What follows belongs to an exercise in optimizing a design on an open flow for small area, a short achievable clock period and few clock cycles per item; a production flow would make more cautious choices. In this exercise RTL edits were held to simulation tests only and were not proved equivalent to the original. No activity file was given, so power comes from the tool's default toggle rates.

## north
Design sticky_device_id_allocator_unit, start of the top module:
module sticky_device_id_allocator_unit (
    input  logic        clk,
    input  logic        rst_n,
    input  logic        s_tvalid,
    output logic        s_tready,
    input  logic [23:0] s_tdata,    
    input  logic        s_tuser,    
    output logic        m_tvalid,
    input  logic        m_tready,
    output logic [15:0] m_tdata     
);
    localparam int NS      = sdida_pkg::NUM_SLOTS;
    localparam int NG      = NS / 16;    
    localparam int CS      = 8;          
    localparam int NC      = NS / CS;
    localparam int CL_W    = $clog2(CS);
    localparam int SLOT_W  = sdida_pkg::SLOT_W;
    localparam int CNT_W   = sdida_pkg::CNT_W;
    localparam int OWNER_W = sdida_pkg::OWNER_W;
    localparam int RES_W   = 11;    
    localparam int QD      = 4;     
    logic               a_v, a_rel;
    logic [OWNER_W-1:0] a_data;      
    localparam int NQ = 4;
    localparam logic [NQ*OWNER_W-1:0] CMP_MASK = 64'haaaa_5555_ffff_0000;
    logic [NQ-1:0][OWNER_W-1:0] a_cmp;
    logic               b_v, b_rel;
    logic [OWNER_W-1:0] b_data;
    logic [NC-1:0]      b_grp_hit;   
    logic [NC-1:0][CL_W-1:0] b_grp_loc;
    logic [NG-1:0]      b_grp_ff;    
    logic               b_feq;       
    logic               b_wh;        
  ...
Size: ~15000 cells after synthesis, ~4700 flip-flops, about 210000 um^2 of cells after synthesis.
Settings: LEC_CHECK=0, CAP_MARGIN=20, CELL_PAD_IN_SITES_DETAIL_PLACEMENT=1, CELL_PAD_IN_SITES_GLOBAL_PLACEMENT=2, CORE_MARGIN=2, CORE_UTILIZATION=49, CTS_CLUSTER_DIAMETER=80, CTS_CLUSTER_SIZE=24, PLACE_DENSITY=0.65, SETUP_SLACK_MARGIN=2.3, SLEW_MARGIN=20, SYNTH_MEMORY_MAX_BITS=8192; clock period 5.5 ns.
run.sh (not shown) runs the stock make flow with config.mk's settings and CLKGATE_MAP_FILE= SYNTH_SCRIPT=/design/flow/synth_recipe.tcl, a recipe that flattens the netlist after the stock synthesis.
Every stage of the flow completed for north, and the final layout passed the timing, DRC and antenna checks.
Testbench counts of north, summed over its fixed seeds: cycles 9,632, items 9,600.
What south does differently from north at the input level:
# north
export LEC_CHECK = 0
export CAP_MARGIN = 20
export CELL_PAD_IN_SITES_DETAIL_PLACEMENT = 1
export CELL_PAD_IN_SITES_GLOBAL_PLACEMENT = 2
export CORE_MARGIN = 2
export CORE_UTILIZATION = 49
export CTS_CLUSTER_DIAMETER = 80
export CTS_CLUSTER_SIZE = 24
export PLACE_DENSITY = 0.65
export SETUP_SLACK_MARGIN = 2.3
export SLEW_MARGIN = 20
export SYNTH_MEMORY_MAX_BITS = 8192
create_clock -name core_clock -period 5.5 [get_ports {clk}]
# south
export LEC_CHECK = 0
export CAP_MARGIN = 20
export CELL_PAD_IN_SITES_DETAIL_PLACEMENT = 1
export CELL_PAD_IN_SITES_GLOBAL_PLACEMENT = 2
export CORE_MARGIN = 2
export CORE_UTILIZATION = 40
export CTS_CLUSTER_DIAMETER = 80
export CTS_CLUSTER_SIZE = 24
export PLACE_DENSITY = 0.55
export SETUP_SLACK_MARGIN = 2.0
export SLEW_MARGIN = 20
export SYNTH_MEMORY_MAX_BITS = 8192
create_clock -name core_clock -period 5.5 [get_ports {clk}]
Notes after the runs:
- Of south and north, the higher number of placed cells counting well taps belongs to south.
- On south: final worst hold slack is 0.31 ns lower than what north gave.
- north → south: mean routed wirelength per cell level; critical path depth moved down; total power moved up; minimum period implied by the final worst setup slack moved up.
- Comparing south and north, the higher initial core utilization is on north.
- south had finished all stages when the layout checks came back failing, citing antenna violations, max-slew violations.
- Combinational group share of total power in south is 1.6 points lower than in north
## Diff of input files: east against south
# south
export LEC_CHECK = 0
export CAP_MARGIN = 20
export CELL_PAD_IN_SITES_DETAIL_PLACEMENT = 1
export CELL_PAD_IN_SITES_GLOBAL_PLACEMENT = 2
export CORE_MARGIN = 2
export CORE_UTILIZATION = 40
export CTS_CLUSTER_DIAMETER = 80
export CTS_CLUSTER_SIZE = 24
export PLACE_DENSITY = 0.55
export SETUP_SLACK_MARGIN = 2.0
export SLEW_MARGIN = 20
export SYNTH_MEMORY_MAX_BITS = 8192
create_clock -name core_clock -period 5.5 [get_ports {clk}]
# east
export LEC_CHECK = 0
export CAP_MARGIN = 20
export CELL_PAD_IN_SITES_DETAIL_PLACEMENT = 1
export CELL_PAD_IN_SITES_GLOBAL_PLACEMENT = 2
export CORE_MARGIN = 2
export CORE_UTILIZATION = 40
export CTS_CLUSTER_DIAMETER = 80
export CTS_CLUSTER_SIZE = 24
export PLACE_DENSITY = 0.55
export SETUP_SLACK_MARGIN = 2.5
export SLEW_MARGIN = 20
export SYNTH_MEMORY_MAX_BITS = 8192
create_clock -name core_clock -period 5.5 [get_ports {clk}]
### Flow results
- Of south and east, just one finished clean: east.
- east -> south: final-report hold violation count delta 0, exact match
- Taking south as the reference point, the clock network area share of east falls by 0.24 points.
- east vs south: number of buffer and inverter stages on the critical path up
- Lower highest net fanout along the worst path among south and east: east
- The wire length on met3 number comes out higher for east vs south.
- Diff south -> east: share of final-layout standard cells stronger than drive strength 1 up 8.9 points; utilization now larger; leakage power total up 9.4%; worst setup slack after layout saw an increase.
- | cell depth of the worst setup path | east vs south | 3 higher |
Input changes introduced in west (baseline for comparison: east):
# east
export LEC_CHECK = 0
export CAP_MARGIN = 20
export CELL_PAD_IN_SITES_DETAIL_PLACEMENT = 1
export CELL_PAD_IN_SITES_GLOBAL_PLACEMENT = 2
export CORE_MARGIN = 2
export CORE_UTILIZATION = 40
export CTS_CLUSTER_DIAMETER = 80
export CTS_CLUSTER_SIZE = 24
export PLACE_DENSITY = 0.55
export SETUP_SLACK_MARGIN = 2.5
export SLEW_MARGIN = 20
export SYNTH_MEMORY_MAX_BITS = 8192
create_clock -name core_clock -period 5.5 [get_ports {clk}]
# west
export LEC_CHECK = 0
export CAP_MARGIN = 20
export CELL_PAD_IN_SITES_DETAIL_PLACEMENT = 1
export CELL_PAD_IN_SITES_GLOBAL_PLACEMENT = 2
export CORE_MARGIN = 2
export CORE_UTILIZATION = 46
export CTS_CLUSTER_DIAMETER = 80
export CTS_CLUSTER_SIZE = 24
export PLACE_DENSITY = 0.62
export SETUP_SLACK_MARGIN = 2.3
export SLEW_MARGIN = 20
export SYNTH_MEMORY_MAX_BITS = 8192
create_clock -name core_clock -period 5.5 [get_ports {clk}]
- Taking east over west, the die extent in y ratio works out to 1.07.
- On west: power is about 4.7% lower than what east gave.
- west vs east: post-cts repair resize count down by more than half
- Worst relative slew slack in west is 1.0 points below east.
- Summary of west over east: layout sequential cell count level; core region area moved down; number of vias after detailed routing moved down; worst setup slack moved up.

[static timing again, ports no longer ideal]
How much do the figures lean on ideal ports? The routed layouts below were timed once more, with nothing changed but the port constraints.
Step 1 assumes that a clkbuf_16 drives the clock port and a buf_2 every other input.
Step 2, shift: input delay + t, output delay - t, t = (earliest + latest rising clock arrival at the registers) / 2. This alone moves slack from input paths to output paths.
a / b / c = no drivers / after step 1 / after step 2; a / b = the first two.
run	shift t [ns]	setup WS [ns]	hold WS [ns]	latest minus earliest clock arrival (ns)	pins driven straight from the clock port
north	1.184	2.109 / 2.109 / 1.840	0.355 / 0.355 / 0.355	0.066 / 0.066	1
south	1.128	1.737 / 1.737 / 1.737	0.048 / -0.028 / 0.352	0.077 / 0.076	1
east	1.155	1.932 / 1.932 / 1.785	0.026 / -0.054 / 0.355	0.069 / 0.069	1
west	1.126	2.052 / 2.052 / 1.881	0.015 / -0.070 / 0.365	0.083 / 0.084	1
For north, which loses most, drivers alone change the setup slack by 0.000 ns; drivers and shift together by -0.269 ns.
